This is an optimization exercise on Yosys and OpenROAD, whose aim is small area, a short achievable clock period and few clock cycles per item, not a production implementation.
Power is estimated from default activity; no workload was simulated.

==> inputs of run H <==
==> flow/design.v <==
package ors_pkg;
    localparam int unsigned DATA_W      = 64;
    localparam int unsigned CNT_W       = 5;
    localparam int unsigned DEPTH       = 16;
    localparam int unsigned SLOT_W      = 4;
    localparam logic [CNT_W-1:0] BATCH_CAP     = 5'd16;
    localparam logic [CNT_W-1:0] MAX_BATCH_RST = 5'd4;
    localparam logic OP_PUSH  = 1'b0;
    localparam logic OP_DRAIN = 1'b1;
endpackage
module ors_ram #(
    parameter int WIDTH = 64,
    parameter int DEPTH = 16
) (
    input  logic               i_clk,
    input  logic [DEPTH-1:0]   i_we,
    input  logic [WIDTH-1:0]   i_wdata,
    input  logic [DEPTH-1:0]   i_rsel,
    output logic [WIDTH-1:0]   o_rdata
);
    logic [WIDTH-1:0] r_mem [DEPTH];
    always_ff @(posedge i_clk) begin
        for (int i = 0; i < DEPTH; i++) begin
            if (i_we[i]) begin
                r_mem[i] <= i_wdata;
            end
        end
    end
    always_comb begin
        o_rdata = '0;
        for (int i = 0; i < DEPTH; i++) begin
            o_rdata = o_rdata | (r_mem[i] & {WIDTH{i_rsel[i]}});
        end
    end
endmodule
module ors_ctrl #(
    parameter int NQ = 8   
) (
    input  logic                          i_clk,
    input  logic                          i_rst_n,
    input  logic                          i_in_valid,
    input  logic                          i_opcode,
    input  logic                          i_reserve_slot,
    input  logic                          i_cfg_valid,
    input  logic [ors_pkg::CNT_W-1:0]     i_cfg_data,
    input  logic                          i_out_ready,
    output logic                          o_in_ready,
    output logic                          o_out_valid,
    output logic [ors_pkg::DEPTH-1:0]     o_we,
    output logic [ors_pkg::DEPTH-1:0]     o_rsel,
    output logic                          o_ld_rec,
    output logic                          o_ld_hdr,
    output logic [ors_pkg::CNT_W-1:0]     o_hdr_popped,
    output logic                          o_hdr_rsv
);
    localparam int D  = ors_pkg::DEPTH;
    localparam int SW = ors_pkg::SLOT_W;
    localparam int CW = ors_pkg::CNT_W;
    localparam int NF = NQ - 1;   
    localparam int QW = $clog2(NF + 1);
    function automatic logic [D-1:0] onehot(input logic [SW-1:0] s);
        onehot    = '0;
        onehot[s] = 1'b1;
    endfunction
    function automatic logic [D-1:0] lowest(input logic [D-1:0] m);
        logic [D-1:0] below;
        below[0] = 1'b0;
        for (int i = 1; i < D; i++) below[i] = below[i-1] | m[i-1];
        lowest = m & ~below;
    endfunction
    function automatic logic [SW-1:0] encode(input logic [D-1:0] oh);
        encode = '0;
        for (int i = 0; i < D; i++) begin
            if (oh[i]) encode = encode | SW'(i);
        end
    endfunction
    logic [CW-1:0] r_cap;     
    logic [CW-1:0] r_cap1;    
    logic [SW-1:0] r_head;    
    logic [SW-1:0] r_headm1;  
    logic [SW-1:0] r_tail;    
    logic [SW-1:0] r_tail2;   
    logic [CW-1:0] r_fill;
    logic [SW-1:0] r_t0;      
    logic [SW-1:0] r_t1;      
    logic [SW-1:0] r_ptr  [D];
    logic [SW-1:0] r_link [D];
    logic [D-1:0]  r_busy;
    logic [SW-1:0] r_wsel;
    logic [D-1:0]  r_wsel_oh;
    logic          r_in_ready;
    logic          r_out_valid;
    logic [SW-1:0] r_q_start [NF];
    logic [CW-1:0] r_q_k     [NF];
    logic          r_q_rsv   [NF];
    logic [QW-1:0] r_q_cnt;
    logic          r_e_act;
    logic [D-1:0]  r_e_oh;
    logic [CW-1:0] r_e_rem;
    logic          r_e_hdr;   
    logic          r_e_one;   
    logic [CW-1:0] r_e_k;
    logic          r_e_rsv;
    logic          w_acc, w_push, w_drain;
    logic          w_full, w_full_m1;
    logic [SW-1:0] w_top;
    assign w_acc     = i_in_valid && r_in_ready;
    assign w_push    = w_acc && (i_opcode == ors_pkg::OP_PUSH);
    assign w_drain   = w_acc && (i_opcode == ors_pkg::OP_DRAIN);
    assign w_full    = (r_fill == CW'(D));
    assign w_full_m1 = (r_fill == CW'(D - 1));
    assign w_top     = r_ptr[r_headm1];
    logic [CW-1:0] w_c   [2];
    logic          w_ge  [2];
    logic [CW-1:0] w_kk  [2];
    logic [CW-1:0] w_fn  [2];
    logic [SW-1:0] w_hn  [2];
    logic [SW-1:0] w_hm  [2];
    always_comb begin
        w_c[0] = r_cap;
        w_c[1] = r_cap1;
        for (int j = 0; j < 2; j++) begin
            w_ge[j] = (r_fill >= w_c[j]);
            w_kk[j] = w_ge[j] ? w_c[j] : r_fill;
            w_fn[j] = w_ge[j] ? r_fill - w_c[j] : '0;
            w_hn[j] = w_ge[j] ? r_head - SW'(w_c[j]) : r_tail;
            w_hm[j] = w_ge[j] ? r_headm1 - SW'(w_c[j]) : r_tail - 1'b1;
        end
    end
    logic [CW-1:0] w_k;
    assign w_k = w_kk[i_reserve_slot];
    assign o_we = w_push ? r_wsel_oh : '0;
    logic w_out_free;
    logic w_e_take;      
    logic [SW-1:0] w_e_next;
    assign w_out_free = !r_out_valid || i_out_ready;
    assign o_ld_rec   = r_e_act && w_out_free && !r_e_hdr;
    assign o_ld_hdr   = r_e_act && w_out_free && r_e_hdr;
    assign w_e_take   = (!r_e_act || o_ld_hdr) && (r_q_cnt != '0);
    assign o_rsel     = r_e_oh;
    assign o_hdr_popped = r_e_k;
    assign o_hdr_rsv    = r_e_rsv;
    assign o_out_valid  = r_out_valid;
    assign o_in_ready   = r_in_ready;
    always_comb begin
        w_e_next = '0;
        for (int i = 0; i < D; i++) begin
            w_e_next = w_e_next | (r_link[i] & {SW{r_e_oh[i]}});
        end
    end
    logic [D-1:0]  n_busy;
    logic          n_full;
    logic [D-1:0]  w_free_in, w_free_ex;
    logic [D-1:0]  n_wsel_oh;
    logic          w_slot_ok, w_q_ok;
    logic [NF-1:0] w_q_we;
    always_comb begin
        for (int i = 0; i < NF; i++) begin
            w_q_we[i] = w_drain && (w_e_take ? (r_q_cnt == QW'(i + 1)) : (r_q_cnt == QW'(i)));
        end
    end
    assign w_free_in = ~r_busy;
    assign w_free_ex = ~r_busy & ~r_wsel_oh;
    assign n_full = (w_full && !(w_drain && (w_c[i_reserve_slot] != '0)))
                 || (w_full_m1 && w_push);
    always_comb begin
        if (n_full) begin
            n_wsel_oh = (w_full && w_push) ? onehot(r_t1) : onehot(r_t0);
        end else begin
            n_wsel_oh = w_push ? lowest(w_free_ex) : lowest(w_free_in);
        end
    end
    assign w_slot_ok = n_full || (w_push ? (w_free_ex != '0) : (w_free_in != '0));
    assign w_q_ok    = (r_q_cnt < QW'(NF - 1))
                    || ((r_q_cnt == QW'(NF - 1)) && (!w_drain || w_e_take))
                    || w_e_take;
    assign n_busy = (r_busy & ~(o_ld_rec ? r_e_oh : '0)) | (w_push ? r_wsel_oh : '0);
    always_ff @(posedge i_clk) begin
        if (!i_rst_n) begin
            r_cap       <= ors_pkg::MAX_BATCH_RST;
            r_cap1      <= ors_pkg::MAX_BATCH_RST - 1'b1;
            r_head      <= '0;
            r_headm1    <= '1;
            r_tail      <= '0;
            r_tail2     <= SW'(2);
            r_fill      <= '0;
            r_busy      <= '0;
            r_wsel      <= '0;
            r_wsel_oh   <= D'(1);
            r_in_ready  <= 1'b1;
            r_out_valid <= 1'b0;
            r_q_cnt     <= '0;
            r_e_act     <= 1'b0;
        end else begin
            if (i_cfg_valid) begin
                r_cap  <= (i_cfg_data > ors_pkg::BATCH_CAP) ? ors_pkg::BATCH_CAP : i_cfg_data;
                r_cap1 <= (i_cfg_data > ors_pkg::BATCH_CAP) ? ors_pkg::BATCH_CAP - 1'b1
                        : (i_cfg_data != '0) ? i_cfg_data - 1'b1 : '0;
            end
            if (w_push) begin
                r_head   <= r_head + 1'b1;
                r_headm1 <= r_head;
                if (w_full) begin
                    r_tail  <= r_tail + 1'b1;
                    r_tail2 <= r_tail2 + 1'b1;
                end else begin
                    r_fill <= r_fill + 1'b1;
                end
            end else if (w_drain) begin
                r_head   <= w_hn[i_reserve_slot];
                r_headm1 <= w_hm[i_reserve_slot];
                r_fill   <= w_fn[i_reserve_slot];
            end
            r_busy     <= n_busy;
            r_wsel     <= encode(n_wsel_oh);
            r_wsel_oh  <= n_wsel_oh;
            r_in_ready <= w_slot_ok && w_q_ok;
            if (o_ld_rec || o_ld_hdr) begin
                r_out_valid <= 1'b1;
            end else if (i_out_ready) begin
                r_out_valid <= 1'b0;
            end
            if (w_drain && !w_e_take)      r_q_cnt <= r_q_cnt + 1'b1;
            else if (!w_drain && w_e_take) r_q_cnt <= r_q_cnt - 1'b1;
            if (w_e_take)      r_e_act <= 1'b1;
            else if (o_ld_hdr) r_e_act <= 1'b0;
        end
    end
    always_ff @(posedge i_clk) begin
        if (w_push) begin
            r_ptr[r_head] <= r_wsel;
            if (w_full) begin
                r_t0 <= r_t1;
                r_t1 <= r_ptr[r_tail2];
            end else if (r_fill == CW'(0)) begin
                r_t0 <= r_wsel;
            end else if (r_fill == CW'(1)) begin
                r_t1 <= r_wsel;
            end
        end
        for (int i = 0; i < D; i++) begin
            if (w_push && r_wsel_oh[i]) r_link[i] <= w_top;
        end
        for (int i = 0; i < NF; i++) begin
            if (w_q_we[i]) begin
                r_q_start[i] <= w_top;
                r_q_k[i]     <= w_k;
                r_q_rsv[i]   <= i_reserve_slot;
            end else if (w_e_take) begin
                if (i < NF - 1) begin
                    r_q_start[i] <= r_q_start[(i < NF - 1) ? i + 1 : i];
                    r_q_k[i]     <= r_q_k[(i < NF - 1) ? i + 1 : i];
                    r_q_rsv[i]   <= r_q_rsv[(i < NF - 1) ? i + 1 : i];
                end
            end
        end
        if (w_e_take) begin
            r_e_oh  <= (r_q_k[0] != '0) ? onehot(r_q_start[0]) : '0;
            r_e_rem <= r_q_k[0];
            r_e_hdr <= (r_q_k[0] == CW'(0));
            r_e_one <= (r_q_k[0] == CW'(1));
            r_e_k   <= r_q_k[0];
            r_e_rsv <= r_q_rsv[0];
        end else if (o_ld_rec) begin
            r_e_oh  <= r_e_one ? '0 : onehot(w_e_next);
            r_e_rem <= r_e_rem - 1'b1;
            r_e_hdr <= r_e_one;
            r_e_one <= (r_e_rem == CW'(2));
        end
    end
endmodule
module ors_dp (
    input  logic                        i_clk,
    input  logic                        i_ld_rec,
    input  logic                        i_ld_hdr,
    input  logic [ors_pkg::DATA_W-1:0]  i_rdata,
    input  logic [ors_pkg::CNT_W-1:0]   i_hdr_popped,
    input  logic                        i_hdr_rsv,
    output logic                        o_is_header,
    output logic [ors_pkg::DATA_W-1:0]  o_record_data,
    output logic [ors_pkg::CNT_W-1:0]   o_header_count,
    output logic [ors_pkg::CNT_W-1:0]   o_popped,
    output logic                        o_last
);
    always_ff @(posedge i_clk) begin
        if (i_ld_rec || i_ld_hdr) begin
            o_record_data <= i_rdata;
        end
        if (i_ld_rec) begin
            o_is_header    <= 1'b0;
            o_header_count <= '0;
            o_popped       <= '0;
            o_last         <= 1'b0;
        end else if (i_ld_hdr) begin
            o_is_header    <= 1'b1;
            o_header_count <= i_hdr_popped + ors_pkg::CNT_W'(i_hdr_rsv);
            o_popped       <= i_hdr_popped;
            o_last         <= 1'b1;
        end
    end
endmodule
module overwriting_record_stack_drain_unit #(
    parameter int DEPTH        = 16,
    parameter int RECORD_BYTES = 8
) (
    input  logic        i_clk,
    input  logic        i_rst_n,
    input  logic        in_valid,
    output logic        in_ready,
    input  logic        in_opcode,
    input  logic [63:0] in_entry_data,
    input  logic        in_reserve_slot,
    output logic        out_valid,
    input  logic        out_ready,
    output logic        out_is_header,
    output logic [63:0] out_record_data,
    output logic [4:0]  out_header_count,
    output logic [4:0]  out_popped,
    output logic        out_last,
    input  logic        cfg_valid,
    output logic        cfg_ready,
    input  logic [4:0]  cfg_data
);
    logic [ors_pkg::DEPTH-1:0]  w_we;
    logic [ors_pkg::DEPTH-1:0]  w_rsel;
    logic [63:0]                w_rdata;
    logic                       w_ld_rec;
    logic                       w_ld_hdr;
    logic [4:0]                 w_hdr_popped;
    logic                       w_hdr_rsv;
    assign cfg_ready = 1'b1;
    ors_ctrl u_ctrl (
        .i_clk          (i_clk),
        .i_rst_n        (i_rst_n),
        .i_in_valid     (in_valid),
        .i_opcode       (in_opcode),
        .i_reserve_slot (in_reserve_slot),
        .i_cfg_valid    (cfg_valid),
        .i_cfg_data     (cfg_data),
        .i_out_ready    (out_ready),
        .o_in_ready     (in_ready),
        .o_out_valid    (out_valid),
        .o_we           (w_we),
        .o_rsel         (w_rsel),
        .o_ld_rec       (w_ld_rec),
        .o_ld_hdr       (w_ld_hdr),
        .o_hdr_popped   (w_hdr_popped),
        .o_hdr_rsv      (w_hdr_rsv)
    );
    ors_ram #(
        .WIDTH (8 * RECORD_BYTES),
        .DEPTH (ors_pkg::DEPTH)
    ) u_ram (
        .i_clk   (i_clk),
        .i_we    (w_we),
        .i_wdata (in_entry_data),
        .i_rsel  (w_rsel),
        .o_rdata (w_rdata)
    );
    ors_dp u_dp (
        .i_clk          (i_clk),
        .i_ld_rec       (w_ld_rec),
        .i_ld_hdr       (w_ld_hdr),
        .i_rdata        (w_rdata),
        .i_hdr_popped   (w_hdr_popped),
        .i_hdr_rsv      (w_hdr_rsv),
        .o_is_header    (out_is_header),
        .o_record_data  (out_record_data),
        .o_header_count (out_header_count),
        .o_popped       (out_popped),
        .o_last         (out_last)
    );
endmodule
==> flow/run.sh <==
#!/bin/bash
# synth_recipe.tcl (not shown) runs the flow's synth.tcl, then flattens the netlist and writes it again
# the make line also repeats each setting of config.mk as NAME=value (left out here)
make -C /OpenROAD-flow-scripts/flow DESIGN_CONFIG=/design/flow/config.mk WORK_HOME=/design/flow/orfs CLKGATE_MAP_FILE= SYNTH_SCRIPT=/design/flow/synth_recipe.tcl finish
==> flow/config.mk <==
export PLATFORM = sky130hd
export DESIGN_NAME = overwriting_record_stack_drain_unit
export DESIGN_NICKNAME = overwriting_record_stack_drain_unit
export VERILOG_FILES = /design/flow/design.v
export SDC_FILE = /design/flow/constraint.sdc
export NUM_CORES = 4
export LEC_CHECK = 0
export CAP_MARGIN = 20
export CORE_MARGIN = 2
export CORE_UTILIZATION = 40
export SETUP_SLACK_MARGIN = 1.8
export SLEW_MARGIN = 20
==> flow/constraint.sdc <==
create_clock -name core_clock -period 4.0 [get_ports {i_clk}]
set_input_delay 0.8000 -clock core_clock [delete_from_list [all_inputs] [get_ports {i_clk}]]
set_output_delay 0.8000 -clock core_clock [all_outputs]
set_load 0.01 [all_outputs]
==> inputs of run G, as changes to run H <==
--- a/flow/design.v
+++ b/flow/design.v
@@ -61,4 +61,3 @@
     function automatic logic [D-1:0] onehot(input logic [SW-1:0] s);
-        onehot    = '0;
-        onehot[s] = 1'b1;
+        for (int i = 0; i < D; i++) onehot[i] = (s == SW'(i));
     endfunction
@@ -87,2 +86,5 @@
     logic [SW-1:0] r_link [D];
+    logic          r_lw_v;
+    logic [D-1:0]  r_lw_oh;
+    logic [SW-1:0] r_lw_pos;
     logic [D-1:0]  r_busy;
@@ -165,9 +167,29 @@
                  || (w_full_m1 && w_push);
+    logic [D-1:0]  w_ws_push_oh, w_ws_idle_oh;
+    logic [SW-1:0] w_ws_push, w_ws_idle;
+    logic [D-1:0]  w_low_ex, w_low_in;
+    logic [SW-1:0] n_wsel;
+    assign w_low_ex = lowest(w_free_ex);
+    assign w_low_in = lowest(w_free_in);
     always_comb begin
-        if (n_full) begin
-            n_wsel_oh = (w_full && w_push) ? onehot(r_t1) : onehot(r_t0);
+        if (w_full) begin
+            w_ws_push_oh = onehot(r_t1);
+            w_ws_push    = r_t1;
+        end else if (w_full_m1) begin
+            w_ws_push_oh = onehot(r_t0);
+            w_ws_push    = r_t0;
         end else begin
-            n_wsel_oh = w_push ? lowest(w_free_ex) : lowest(w_free_in);
+            w_ws_push_oh = w_low_ex;
+            w_ws_push    = encode(w_low_ex);
+        end
+        if (w_full) begin
+            w_ws_idle_oh = onehot(r_t0);
+            w_ws_idle    = r_t0;
+        end else begin
+            w_ws_idle_oh = w_low_in;
+            w_ws_idle    = encode(w_low_in);
         end
     end
+    assign n_wsel_oh = w_push ? w_ws_push_oh : w_ws_idle_oh;
+    assign n_wsel    = w_push ? w_ws_push : w_ws_idle;
     assign w_slot_ok = n_full || (w_push ? (w_free_ex != '0) : (w_free_in != '0));
@@ -193,3 +215,5 @@
             r_e_act     <= 1'b0;
+            r_lw_v      <= 1'b0;
         end else begin
+            r_lw_v      <= w_push;
             if (i_cfg_valid) begin
@@ -214,3 +238,3 @@
             r_busy     <= n_busy;
-            r_wsel     <= encode(n_wsel_oh);
+            r_wsel     <= n_wsel;
             r_wsel_oh  <= n_wsel_oh;
@@ -230,2 +254,6 @@
         if (w_push) begin
+            r_lw_oh  <= r_wsel_oh;
+            r_lw_pos <= r_headm1;
+        end
+        if (w_push) begin
             r_ptr[r_head] <= r_wsel;
@@ -241,3 +269,3 @@
         for (int i = 0; i < D; i++) begin
-            if (w_push && r_wsel_oh[i]) r_link[i] <= w_top;
+            if (r_lw_v && r_lw_oh[i]) r_link[i] <= r_ptr[r_lw_pos];
         end
Settings changed: ABC_CLOCK_PERIOD_IN_PS set to 2200, CTS_CLUSTER_DIAMETER set to 100, CTS_CLUSTER_SIZE set to 25, TNS_END_PERCENT set to 10.
==> summary of the runs <==
In run G the total power is lower than in run H, by 14%. Of run H and run G, run H has the higher utilization (gap 3.8 points). Between run G and run H, the lower die area is in run H (gap about 1.7%, measured against run H). Run H produced a clean layout. Run G went through all stages and came out clean. In run H the routed wire length is larger than in run G, by about 7%. Of run H and run G, run G has the higher first-iteration DRC count (gap 0.90%, measured against run G).
==> figures <==
metric	run H	run G
Data required time at the worst endpoint	4610 ps	3200 ps
Post-route cell area	67600 um^2	63500 um^2
Flip-flop and latch area	42300 um^2	42300 um^2
Status	no timing/DRC/antenna violations	no timing/DRC/antenna violations
Sequential cell count	1447	1440
Post-synth design cell area	54500 um^2	55500 um^2
Basic-gate share of the synthesized area counting and, or, nand and nor cells	4.37%	4.86%
Post-DP HPWL	80800 um	88200 um
Part of the power in the clock network	31.4%	22.4%
Filler instances	11.0k	11.6k
RePlAce Congestion	0.871	0.885
No run of this note included a check of the RTL's function; only the layout flow was run.

re-timing with driven ports:
The results above use ideal ports. As a check the final layouts listed here were re-extracted and re-timed, cells and wires unchanged. Step 1, drivers: a clkbuf_16 drives i_clk and a buf_2 each remaining input, both assumed. Step 2 adds t to the input delays and takes it off the output delays; t is the mean of the earliest and latest rising clock arrival at the registers after step 1. Input paths then give back, and output paths get back, about the clock's delay inside the block. Slacks: no drivers / after step 1 / after step 2; pairs: no drivers / after step 1.
run	shift t [ns]	setup WS [ns]	worst slew at a driven data input, ns	cell pins on the clock port's net
run H	0.840	1.457 / 1.457 / 0.926	0.16	1
run G	0.760	1.597 / 1.527 / 0.966	0.18	1
After both steps every run listed still meets setup and hold. For run G, which loses most, drivers alone change the setup slack by -0.070 ns; drivers and shift together by -0.631 ns.
